This design comes from an exercise in tuning for small area and a short achievable clock period on the open sky130 flow, not from production work.
In this exercise RTL edits were held to simulation tests only and were not proved equivalent to the original.
No activity file was given, so power comes from the tool's default toggle rates.

`config.mk`:
```
export PLATFORM = sky130hd
export DESIGN_NAME = mem_io_bus
export DESIGN_NICKNAME = mem_io_bus
export VERILOG_FILES = /design/flow/design.v
export SDC_FILE = /design/flow/constraint.sdc
export NUM_CORES = 4
export LEC_CHECK = 0
export CAP_MARGIN = 20
export CORE_MARGIN = 2
export CORE_UTILIZATION = 30
export SETUP_SLACK_MARGIN = 0.15
export SLEW_MARGIN = 20
```
`constraint.sdc`:
```
create_clock -name core_clock -period 7.0 [get_ports {CLK}]
set_input_delay 1.4000 -clock core_clock [delete_from_list [all_inputs] [get_ports {CLK}]]
set_output_delay 1.4000 -clock core_clock [all_outputs]
set_load 0.01 [all_outputs]
```
`design.v`:
```
module mem_io_bus (
  input  logic         CLK,
  input  logic         RST_N,
  input  logic [31:0]  req_addr,
  input  logic [31:0]  req_wdata,
  input  logic [2:0]   req_len,
  input  logic         req_read,
  input  logic         req_write,
  output logic         stall,
  output logic [31:0]  rdata,
  output logic         err,
  output logic [127:0] io_out,
  input  logic [31:0]  io_in
);
  logic req;
  logic wait_q, done_q;
  assign req   = req_read | req_write;
  assign stall = RST_N & req & ~done_q;
  always_ff @(posedge CLK or negedge RST_N) begin
    if (!RST_N) begin
      wait_q <= 1'b0;
      done_q <= 1'b0;
    end else begin
      wait_q <= req & ~wait_q & ~done_q;
      done_q <= wait_q;
    end
  end
  logic [7:0] a_q;
  logic       ram_q;    
  logic       ioh_q;    
  logic [2:0] len_q;
  logic       wr_q;
  always_ff @(posedge CLK) begin
    a_q   <= req_addr[7:0];
    ram_q <= (req_addr[31:8] == 24'd0);
    ioh_q <= (req_addr[31:5] == 27'h0000800);
    len_q <= req_len;
    wr_q  <= req_write;
  end
  logic [1:0] lane;
  logic [2:0] widx;
  logic       io_ok, len_ok, misal, bad;
  logic       l_byte, l_half, l_word, l_sgn;
  logic [3:0] mask;
  assign lane   = a_q[1:0];
  assign widx   = a_q[4:2];
  assign l_byte = (len_q[1:0] == 2'b00);
  assign l_half = (len_q[1:0] == 2'b01);
  assign l_word = (len_q == 3'b010);
  assign l_sgn  = ~len_q[2];
  assign io_ok  = ioh_q & ~(widx[2] & widx[1]);
  assign len_ok = l_word | (l_sgn & ~len_q[1]) | (~wr_q & ~len_q[1]);
  assign misal  = (l_half & a_q[0]) | (l_word & (a_q[1] | a_q[0]));
  assign bad    = ~(ram_q | io_ok) | misal | ~len_ok;
  always_comb begin
    case (len_q[1:0])
      2'b00:   mask = 4'b0001 << lane;
      2'b01:   mask = lane[1] ? 4'b1100 : 4'b0011;
      default: mask = 4'b1111;
    endcase
  end
  logic [7:0]  mem   [256];
  logic [31:0] io_q  [4];
  logic [31:0] timer_q;
  logic [31:0] timer_inc;
  assign timer_inc = timer_q + 32'd1;
  logic [63:0] wsel;
  logic [31:0] rword;
  logic [31:0] ld;
  logic        sbit;
  logic        ok_q;
  logic [31:0] rd_q;
  always_comb begin
    for (int w = 0; w < 64; w++) wsel[w] = ram_q & (a_q[7:2] == 6'(w));
    rword = '0;
    for (int w = 0; w < 64; w++) begin
      rword = rword | ({32{wsel[w]}} &
              {mem[4*w+3], mem[4*w+2], mem[4*w+1], mem[4*w]});
    end
    for (int k = 0; k < 4; k++) begin
      rword = rword | ({32{io_ok & (widx == 3'(k))}} & io_q[k]);
    end
    rword = rword | ({32{io_ok & (widx == 3'd4)}} & timer_inc);
  end
  always_comb begin
    logic [7:0] b_lo, b_hi;
    case (lane)
      2'd0: b_lo = rword[7:0];
      2'd1: b_lo = rword[15:8];
      2'd2: b_lo = rword[23:16];
      default: b_lo = rword[31:24];
    endcase
    b_hi = lane[1] ? rword[31:24] : rword[15:8];
    sbit = l_sgn & (l_byte ? b_lo[7] : b_hi[7]);
    ld[7:0]   = b_lo;
    ld[15:8]  = l_byte ? {8{sbit}} : b_hi;
    ld[31:16] = l_word ? rword[31:16] : {16{sbit}};
  end
  always_ff @(posedge CLK) begin
    ok_q <= ~bad;
    rd_q <= ld;
  end
  logic        in_sel;
  logic [3:0]  isb;       
  logic        isgn;
  logic [31:0] iv;
  assign in_sel = ioh_q & (widx == 3'd5);
  always_comb begin
    isb[0] = in_sel & l_sgn & l_byte & (lane == 2'd0);
    isb[1] = in_sel & l_sgn & ((l_byte & (lane == 2'd1)) | (l_half & ~lane[1]));
    isb[2] = in_sel & l_sgn & l_byte & (lane == 2'd2);
    isb[3] = in_sel & l_sgn & ((l_byte & (lane == 2'd3)) | (l_half & lane[1]));
    isgn   = (isb[0] & io_in[7]) | (isb[1] & io_in[15]) |
             (isb[2] & io_in[23]) | (isb[3] & io_in[31]);
    for (int i = 0; i < 8; i++) begin
      iv[i] = (in_sel & (lane == 2'd0) & io_in[i]) |
              (in_sel & (lane == 2'd1) & io_in[8+i]) |
              (in_sel & (lane == 2'd2) & io_in[16+i]) |
              (in_sel & (lane == 2'd3) & io_in[24+i]);
      iv[8+i] = (in_sel & ~l_byte & ~lane[1] & io_in[8+i]) |
                (in_sel & ~l_byte & lane[1] & io_in[24+i]) |
                (l_byte & isgn);
    end
    for (int i = 16; i < 32; i++) begin
      iv[i] = (in_sel & l_word & io_in[i]) | (~l_word & isgn);
    end
  end
  assign rdata = rd_q | iv;
  assign err   = ~ok_q;
  logic        do_wr;
  logic [31:0] wsh;
  logic [3:0]  io_we [5];
  assign do_wr = done_q & wr_q & ok_q;
  assign wsh[7:0]   = req_wdata[7:0];
  assign wsh[15:8]  = l_byte ? req_wdata[7:0] : req_wdata[15:8];
  assign wsh[23:16] = l_word ? req_wdata[23:16] : req_wdata[7:0];
  assign wsh[31:24] = l_byte ? req_wdata[7:0] :
                      l_word ? req_wdata[31:24] : req_wdata[15:8];
  always_ff @(posedge CLK) begin
    for (int w = 0; w < 64; w++) begin
      for (int b = 0; b < 4; b++) begin
        if (do_wr & wsel[w] & mask[b]) mem[4*w+b] <= wsh[8*b +: 8];
      end
    end
  end
  always_comb begin
    for (int k = 0; k < 5; k++) io_we[k] = {4{do_wr & ioh_q & (widx == 3'(k))}} & mask;
  end
  always_ff @(posedge CLK or negedge RST_N) begin
    if (!RST_N) begin
      for (int k = 0; k < 4; k++) io_q[k] <= '0;
      timer_q <= '0;
    end else begin
      for (int k = 0; k < 4; k++) begin
        for (int b = 0; b < 4; b++) begin
          if (io_we[k][b]) io_q[k][8*b +: 8] <= wsh[8*b +: 8];
        end
      end
      if (do_wr & ioh_q & (widx == 3'd4)) begin
        for (int b = 0; b < 4; b++) begin
          if (mask[b]) timer_q[8*b +: 8] <= wsh[8*b +: 8];
        end
      end else begin
        timer_q <= timer_inc;
      end
    end
  end
  always_comb begin
    for (int k = 0; k < 4; k++) io_out[32*k +: 32] = io_q[k];
  end
endmodule
```
`run.sh`:
```
#!/bin/bash
# synth_recipe.tcl (not shown) runs the flow's synth.tcl, then flattens the netlist and writes it again
# the make line also repeats each setting of config.mk as NAME=value (left out here)
make -C /OpenROAD-flow-scripts/flow DESIGN_CONFIG=/design/flow/config.mk WORK_HOME=/design/flow/orfs CLKGATE_MAP_FILE= SYNTH_SCRIPT=/design/flow/synth_recipe.tcl finish
```
==> results of run 1 <==
[cells by family (layout without fill, tap and decap cells)]
family | count (synthesis) | after routing | synth area share
DFF | 2257 | 2257 | 0.759
AOI/OAI and AO/OA | 1415 | 1415 | 0.120
and+or+nand+nor | 1408 | 1408 | 0.0786
buffers and inverters | 419 | 1119 | 0.0192
muxes | 139 | 139 | 0.0191
xor gates and xnor gates | 30 | 30 | 0.00300
adders and majority gates | 1 | 1 | 0.000143
other | 0 | 45 | 0
[area by class of cell]
class,count,area [um^2],share of cell area
diodes,45,113,0.00107
clock buffers,278,5920,0.0561
clock inverters,143,1690,0.0161
inverters,42,181,0.00172
multi-input cells,2993,20400,0.194
flip-flops and latches,2257,66500,0.630
well taps,3900,4880,0.0463
repair buffers,656,5760,0.0546
[worst max-delay path, delay by kind of cell, from the launching register on]
kind	cells	cell delay, ns
compound gates	1	0.22
buf+inv	3	1.26
flops	1	1.04
simple gates	3	1.04
[metrics by stage]
step	cells	area (um^2)	hold slack (ns)	utilization	setup slack [ns]
3_5_place_dp	9842	97600	0.370	0.336	1.78
4_1_cts	10263	105000	0.349	0.362	1.15
6_report	10314	105000	0.379	0.363	1.08
3_3_place_gp	9829	97300	0.362	0.335	0.463
2_1_floorplan	5669	87600	0.354	-	2.86
5_1_grt	10277	105000	0.398	0.363	0.959
[per-layer routing]
metal | vias to the layer above | wire (um) | global-route usage
li1 | 23960 | - | -
met1 | 33507 | 149000 | 0.356
met2 | 7970 | 179000 | 0.404
met3 | 1799 | 87000 | 0.166
met4 | 42 | 38600 | 0.201
met5 | - | 873 | 0.0110
[registers in the layout (all words and copies together) (netlist names)]
register  cells
wr_q          1
len_q         3
timer_q      32
a_q           8
ram_q         1
mem        2048
ioh_q         1
rd_q         32
wait_q        1
io_q        128
done_q        1
ok_q          1
[report_power, final]
part | internal, mW | switching [mW] | total (mW)
clock | 7.23 | 5.47 | 12.7
combinational | 0.260 | 0.934 | 1.19
sequential | 14.8 | 0.0593 | 14.9
total | 22.3 | 6.46 | 28.8
[how the worst max path moves through the flow]
stage / from / endpoint / cells after the start
final: a_q[4]$_DFF_P_ / rdata[11] / 7
after global routing: a_q[4]$_DFF_P_ / rdata[14] / 7
after CTS: a_q[4]$_DFF_P_ / rdata[22] / 6
after detailed placement: a_q[4]$_DFF_P_ / rd_q[3]$_DFF_P_ / 10
after global placement: a_q[4]$_DFF_P_ / rd_q[3]$_DFF_P_ / 9
after floorplan: a_q[3]$_DFF_P_ / rdata[21] / 11
[synth_stat cells (10+ instances only)]
cell and count:
and3b_1 14, a222oi_1 59, a21o_1 12, inv_1 40, a211oi_1 19, nor4bb_1 10, and4_1 12, nand3_1 192
nand2_1 342, a32oi_1 16, mux2i_1 64, nor2_1 414, clkbuf_1 266, buf_1 47, a21oi_1 99, buf_2 53
edfxtp_1 2048, mux4_2 17, nor4_1 54, mux2_2 54, xnor2_1 21, o22ai_1 37, and2_1 14, dfxtp_1 47
and3_1 77, or3_1 12, a211o_1 21, o21ai_0 153, nor2b_1 16, nor3_1 63, o211ai_1 17, a2111oi_0 26
a22o_1 99, a221oi_1 79, dfrtp_1 162, a22oi_1 615, nand3b_1 13, or4_1 13, a31oi_1 41, a32o_1 11
nand4_1 105
==> impl_metrics.json, run 1 <==
{
  "r2r_cells": 10,
  "vias_per_cell": 6.52,
  "core_area_um2": 291000,
  "crit_path_max_fanout": 61,
  "end_kind": "primary output",
  "vias": 67278,
  "yosysWarnings": 4,
  "die_y_um": 544,
  "critPathKind": "flip-flop to primary output",
  "cap_violations": 0,
  "synth.area.top_cells": "edfxtp_1, a22oi_1, dfrtp_1",
  "ys_types": 94,
  "die_area_um2": 296000,
  "cts_sinks": 2257,
  "ant_nets": 0,
  "gp_congestion": 1.10,
  "clk_latency_ns": 0.94,
  "cts_resized": 0,
  "grt_pass1_wl_um": 584000,
  "first_iter_violations": 15161,
  "grt_usage": 0.298,
  "critPathLaunchType": "flip-flop",
  "synth-seq-area-share": 0.759,
  "synth_edf_count": 2048,
  "cp_data_arrival_time_ns": 4.52,
  "grt_max_degree": 80,
  "drive_gt1_frac": 0.174,
  "whs_endpoint": "done_q$_DFF_PN0_",
  "worst_path_most_repeated_cell": "buf_4",
  "initial_utilization": 0.301,
  "synthesis.nets": 5773,
  "hp-start": "wait_q$_DFF_PN0_",
  "worst_pin_slew_ns": 1.34,
  "fmax_mhz": 169,
  "regToRegSetupSlack_ns": 1.34,
  "async_reset_ff_frac": 0.0718,
  "finalCritPeriodShare": 0.846,
  "slowest_delay_ns": 1.04,
  "port_buffers": 264,
  "yosys_register_bits": 2257,
  "synth_top_area_share": 0.702,
  "cp_cell_sequence": "buf_4 -> buf_4 -> nand3_1 -> nor3_1 -> a221oi_1 -> nand2_1 -> clkdlybuf4s50_1",
  "wire_per_inst_um": 44.1,
  "holdBufCountCts": 0,
  "cts_buffers": 224,
  "dr.pass1.iters": 9,
  "cts_tree": "done",
  "wirelength_um": 455000,
  "netlist_instances": 5669,
  "fin_nets": 6278,
  "clk_pin_slew_ns": 0.06,
  "rows": 198,
  "top_level_ports": 265,
  "cts_root_buffer": "clkbuf_16",
  "antenna_found_initial": 51,
  "final_cell_mix": "edfxtp_1, a22oi_1, buf_4",
  "yosysTopAreaCell": "edfxtp_1",
  "r2r-start": "a_q[5]$_DFF_P_",
  "synth-main-ff-cell": "edfxtp_1",
  "setup_viol": 0,
  "vdd_drop_max_v": 0.000250,
  "areaGrowthSynthToFinish_pct": 20.5,
  "final_max_slew_viol_count": 0,
  "skew_ns": 0.0573,
  "cp.required_ns": 5.60,
  "final_common_cell": "edfxtp_1",
  "synthesis.area_um2": 87600,
  "p_leak_nw": 34.6,
  "final-hold-violation-count": 0,
  "hold_depth": 0,
  "grt_setup_unrepaired": "no",
  "r2r-end": "rd_q[24]$_DFF_P_",
  "gr-total-overflow": 0,
  "cts.path.max_buffers": 3,
  "drcViolationCount": 0,
  "cpMaxStageDelayCell": "dfxtp_4",
  "htreeDepth": 4,
  "synth.avg_cell_area_um2": 15.4,
  "min-delay-path-class": "flip-flop to flip-flop",
  "period_minus_slack_ns": 5.92,
  "dpl.hpwl_um": 305000,
  "cts_setup_buffers": 0,
  "fill_cells": 27241,
  "status": "complete, no violations",
  "fin_tns_setup_ns": 0,
  "die_w_um": 544,
  "grt_pass1_vias": 60364,
  "relSlewSlack": 0.109,
  "power-per-cell-area_nw_per_um2": 273,
  "total_power_mw": 28.8
}
==> run 2, diff against run 1 <==
--- a/design.v
+++ b/design.v
@@ -103,4 +103,7 @@
   logic        in_sel;
-  logic [3:0]  isb;       
-  logic        isgn;
+  logic [3:0]  cb;        
+  logic        m0, m1;    
+  logic        cw;        
+  logic [3:0]  sb_lo;     
+  logic [3:0]  sb_hi;     
   logic [31:0] iv;
@@ -108,19 +111,22 @@
   always_comb begin
-    isb[0] = in_sel & l_sgn & l_byte & (lane == 2'd0);
-    isb[1] = in_sel & l_sgn & ((l_byte & (lane == 2'd1)) | (l_half & ~lane[1]));
-    isb[2] = in_sel & l_sgn & l_byte & (lane == 2'd2);
-    isb[3] = in_sel & l_sgn & ((l_byte & (lane == 2'd3)) | (l_half & lane[1]));
-    isgn   = (isb[0] & io_in[7]) | (isb[1] & io_in[15]) |
-             (isb[2] & io_in[23]) | (isb[3] & io_in[31]);
+    for (int k = 0; k < 4; k++) cb[k] = in_sel & (lane == 2'(k));
+    m0 = in_sel & ~l_byte & ~lane[1];
+    m1 = in_sel & ~l_byte & lane[1];
+    cw = in_sel & l_word;
+    for (int k = 0; k < 4; k++) sb_lo[k] = in_sel & l_sgn & l_byte & (lane == 2'(k));
+    sb_hi[0] = sb_lo[0];
+    sb_hi[1] = sb_lo[1] | (in_sel & l_sgn & l_half & ~lane[1]);
+    sb_hi[2] = sb_lo[2];
+    sb_hi[3] = sb_lo[3] | (in_sel & l_sgn & l_half & lane[1]);
     for (int i = 0; i < 8; i++) begin
-      iv[i] = (in_sel & (lane == 2'd0) & io_in[i]) |
-              (in_sel & (lane == 2'd1) & io_in[8+i]) |
-              (in_sel & (lane == 2'd2) & io_in[16+i]) |
-              (in_sel & (lane == 2'd3) & io_in[24+i]);
-      iv[8+i] = (in_sel & ~l_byte & ~lane[1] & io_in[8+i]) |
-                (in_sel & ~l_byte & lane[1] & io_in[24+i]) |
-                (l_byte & isgn);
+      iv[i] = (cb[0] & io_in[i]) | (cb[1] & io_in[8+i]) |
+              (cb[2] & io_in[16+i]) | (cb[3] & io_in[24+i]);
+      iv[8+i] = (m0 & io_in[8+i]) | (m1 & io_in[24+i]) |
+                (sb_lo[0] & io_in[7]) | (sb_lo[1] & io_in[15]) |
+                (sb_lo[2] & io_in[23]) | (sb_lo[3] & io_in[31]);
     end
     for (int i = 16; i < 32; i++) begin
-      iv[i] = (in_sel & l_word & io_in[i]) | (~l_word & isgn);
+      iv[i] = (cw & io_in[i]) |
+              (sb_hi[0] & io_in[7]) | (sb_hi[1] & io_in[15]) |
+              (sb_hi[2] & io_in[23]) | (sb_hi[3] & io_in[31]);
     end
--- a/config.mk
+++ b/config.mk
@@ -9,4 +9,4 @@
 export CORE_MARGIN = 2
-export CORE_UTILIZATION = 30
-export SETUP_SLACK_MARGIN = 0.15
+export CORE_UTILIZATION = 50
+export SETUP_SLACK_MARGIN = 3.5
 export SLEW_MARGIN = 20
==> impl_metrics.json, run 2 <==
{
  "synth-main-ff-cell": "edfxtp_1",
  "netlist_instances": 5761,
  "grt_pass1_wl_um": 603000,
  "yosysTopAreaCell": "edfxtp_1",
  "die_y_um": 424,
  "grt_max_degree": 72,
  "final-hold-violation-count": 0,
  "die_w_um": 424,
  "p_sw_mw": 6.56,
  "crit_path_max_fanout": 7,
  "synthesis.nets": 5865,
  "rows": 154,
  "cp_cell_sequence": "buf_6 -> buf_12 -> buf_16 -> buf_12 -> buf_16 -> buf_4 -> nor2b_2 -> a22oi_1 -> o22ai_1 -> o21ai_0 -> o211a_1 -> a21oi_4 -> o311a_4 -> nand3b_1",
  "first_iter_violations": 15757,
  "p_int_mw": 22.2,
  "stdcell_count": 9165,
  "die_area_um2": 180000,
  "power-per-cell-area_nw_per_um2": 259,
  "status": "complete, no violations",
  "wire_per_inst_um": 51.3,
  "yosysWarnings": 4,
  "drcViolationCount": 0,
  "synth_top_cells_by_count": "edfxtp_1, a22oi_1, nor2_1, nand2_1, clkbuf_1",
  "yosys_register_bits": 2257,
  "cts_buffers": 225,
  "combPwrFrac": 0.051,
  "drive_gt1_frac": 0.257,
  "fin_tns_setup_ns": 0,
  "largest_reg_flops": 2048,
  "htreeDepth": 4,
  "setup_viol": 0,
  "cpMaxStageDelayCell": "nor2b_2",
  "grt_pass1_vias": 62234,
  "skew_ns": 0.0545,
  "gp_congestion": 1.11,
  "place_inst": 8344,
  "cts.path.max_buffers": 3,
  "p_sw_frac": 0.228,
  "top_level_ports": 265,
  "fmax_mhz": 240,
  "cts_root_buffer": "clkbuf_16",
  "finalCritPeriodShare": 0.596,
  "vdd_drop_max_v": 0.000272,
  "synthesis.area_um2": 88100,
  "cp.required_ns": 7.85,
  "vias": 69943,
  "cts_tree": "done",
  "period_minus_slack_ns": 4.17,
  "fin_nets": 6691,
  "gr-total-overflow": 0,
  "biggestRegsByFlops": "mem (2048), io_q (128)",
  "ant_nets": 0,
  "cap_violations": 0,
  "synth.most_common_cell": "edfxtp_1",
  "core_area_um2": 176000,
  "cp_data_arrival_time_ns": 5.02,
  "antenna_found_initial": 42,
  "final_common_cell": "edfxtp_1",
  "slowest_delay_ns": 0.68,
  "grt_usage": 0.516,
  "async_reset_ff_frac": 0.0718,
  "worst_pin_slew_ns": 1.26,
  "synth.avg_cell_area_um2": 15.3,
  "port_buffers": 264,
  "pwr-share-seq": 0.516,
  "clk_pin_slew_ns": 0.06,
  "final_max_slew_viol_count": 0,
  "relSlewSlack": 0.158,
  "dr.pass1.iters": 14,
  "p_leak_nw": 37.7,
  "synth.area.top_cells": "edfxtp_1, a22oi_1, dfrtp_1",
  "initial_utilization": 0.502,
  "ys_types": 96,
  "top_register": "mem",
  "final_cell_mix": "edfxtp_1, a22oi_1, buf_4",
  "critPathLaunchType": "flip-flop",
  "vias_per_cell": 7.63,
  "pwr-share-clk": 0.434,
  "clk_latency_ns": 0.93,
  "areaGrowthSynthToFinish_pct": 26.0,
  "grt_setup_unrepaired": "yes",
  "end_kind": "flip-flop",
  "dpl.hpwl_um": 294000,
  "wirelength_um": 470000,
  "cts_sinks": 2257,
  "min-delay-path-class": "input port to asynchronous set/reset pin",
  "synth_top_area_share": 0.698,
  "synth-seq-area-share": 0.755,
  "critPathKind": "flip-flop to flip-flop",
  "synth_edf_count": 2048
}
## run 2: cell type report
type,count,area [um^2]
Clock buffer,297,6120
Tap cell,2340,2930
Fill cell,12897,64700
Sequential cell,2257,66500
Inverter,42,193
Antenna cell,47,118
Clock inverter,121,1360
Multi-Input combinational cell,3091,23400
Timing Repair Buffer,970,10300
## run 2: logic make-up (layout without fill, tap and decap cells)
kind of cell    Yosys count  after routing  synth area share
compound gates         1466           1470             0.123
xor+xnor                 29             29           0.00288
fa+ha+maj                 1              1          0.000142
buf+inv                 422           1430            0.0202
flops                  2257           2257             0.755
mux                     150            150            0.0184
other cells               0             47                 0
simple gates           1436           1441            0.0812
## run 2: routing by layer
layer  routed length [um]  GRT usage  vias to the layer above
met5                  742     0.0218                        -
met4                49700      0.419                       35
met3                82000      0.262                     2124
met2               185000      0.676                     7931
met1               153000      0.632                    34893
li1                     -          -                    24960
## run 2: path summary, 6_finish.rpt
| path | start | end | slack, ns | cells past startpoint |
|---|---|---|---|---|
| worst max-delay path | a_q[3]$_DFF_P_ | rd_q[22]$_DFF_P_ | 2.83 | 14 |
| worst min-delay path | RST_N | io_q[1][21]$_DFFE_PN0P_ | 0.35 | 1 |
| worst max register to register | a_q[3]$_DFF_P_ | rd_q[22]$_DFF_P_ | 2.83 | 14 |
| worst min register to register | wait_q$_DFF_PN0_ | done_q$_DFF_PN0_ | 0.39 | 0 |
| max in group asynchronous | RST_N | io_q[3][15]$_DFFE_PN0P_ | 4.80 | 3 |
| min in group core_clock | wait_q$_DFF_PN0_ | done_q$_DFF_PN0_ | 0.39 | 0 |
## run 2: repair_timing
| action | CTS | global route |
|---|---|---|
| setup buffers | 247 | 76 |
| pin swaps | 148 | 111 |
| gates resized for setup | 699 | 242 |
| setup endpoints to repair | 3154 | 1375 |
| hold buffers | 0 | 0 |
| gates cloned | 27 | 5 |
## run 2: worst max-delay path, delay by kind of cell, from the launching register on
kind	cells	cell delay [ns]
buf+inv	6	0.86
flops	1	0.41
compound gates	6	2.03
simple gates	2	0.80
## run 2: metrics by stage
| stage | power [mW] | setup WS (ns) | cell area, um^2 | hold slack, ns | util |
|---|---|---|---|---|---|
| 2_1_floorplan | 15.5 | 3.29 | 88200 | 0.354 | - |
| 3_3_place_gp | 16.2 | 1.66 | 95600 | 0.364 | 0.544 |
| 3_5_place_dp | 16.2 | 1.54 | 95800 | 0.378 | 0.545 |
| 4_1_cts | 28.5 | 2.69 | 109000 | 0.356 | 0.619 |
| 5_1_grt | 29.2 | 2.80 | 111000 | 0.366 | 0.631 |
| 6_report | 28.8 | 2.83 | 111000 | 0.351 | 0.632 |
## run 2: power groups by stage
stage          Clock [mW]  Combinational (mW)  Sequential [mW]
5_1_grt              12.9                1.44             14.8
3_3_place_gp            0                1.06             15.2
6_report             12.5                1.46             14.9
3_5_place_dp            0                1.07             15.2
2_1_floorplan           0               0.439             15.1
4_1_cts              12.4                1.30             14.9

-- afterwards: timing with drivers on the ports --
In the flow no input, the clock included, has a driving cell. The finished layouts below were timed again as built, in two steps. Step 1 (the two cells are an assumption about what drives the block):
set clk [get_ports {CLK}]
set_driving_cell -lib_cell sky130_fd_sc_hd__clkbuf_16 $clk
set_driving_cell -lib_cell sky130_fd_sc_hd__buf_2 [delete_from_list [all_inputs] $clk]
Step 2, shift: input delay + t, output delay - t, t = (earliest + latest rising clock arrival at the registers) / 2. This alone moves slack from input paths to output paths. Slacks: ideal ports / drivers / drivers and shift; pairs: ideal ports / drivers.
run	t (ns)	setup slack, ns	hold slack, ns	worst setup path after step 2
run 1	1.010	1.080 / 0.974 / 1.342	0.379 / 0.379 / 0.379	register to register
run 2	0.998	2.826 / 2.753 / 2.803	0.351 / 0.345 / 0.389	input to output
After both steps setup and hold are still met in every run listed. For run 2, which loses most, drivers alone change the setup slack by -0.073 ns; drivers and shift together by -0.023 ns.
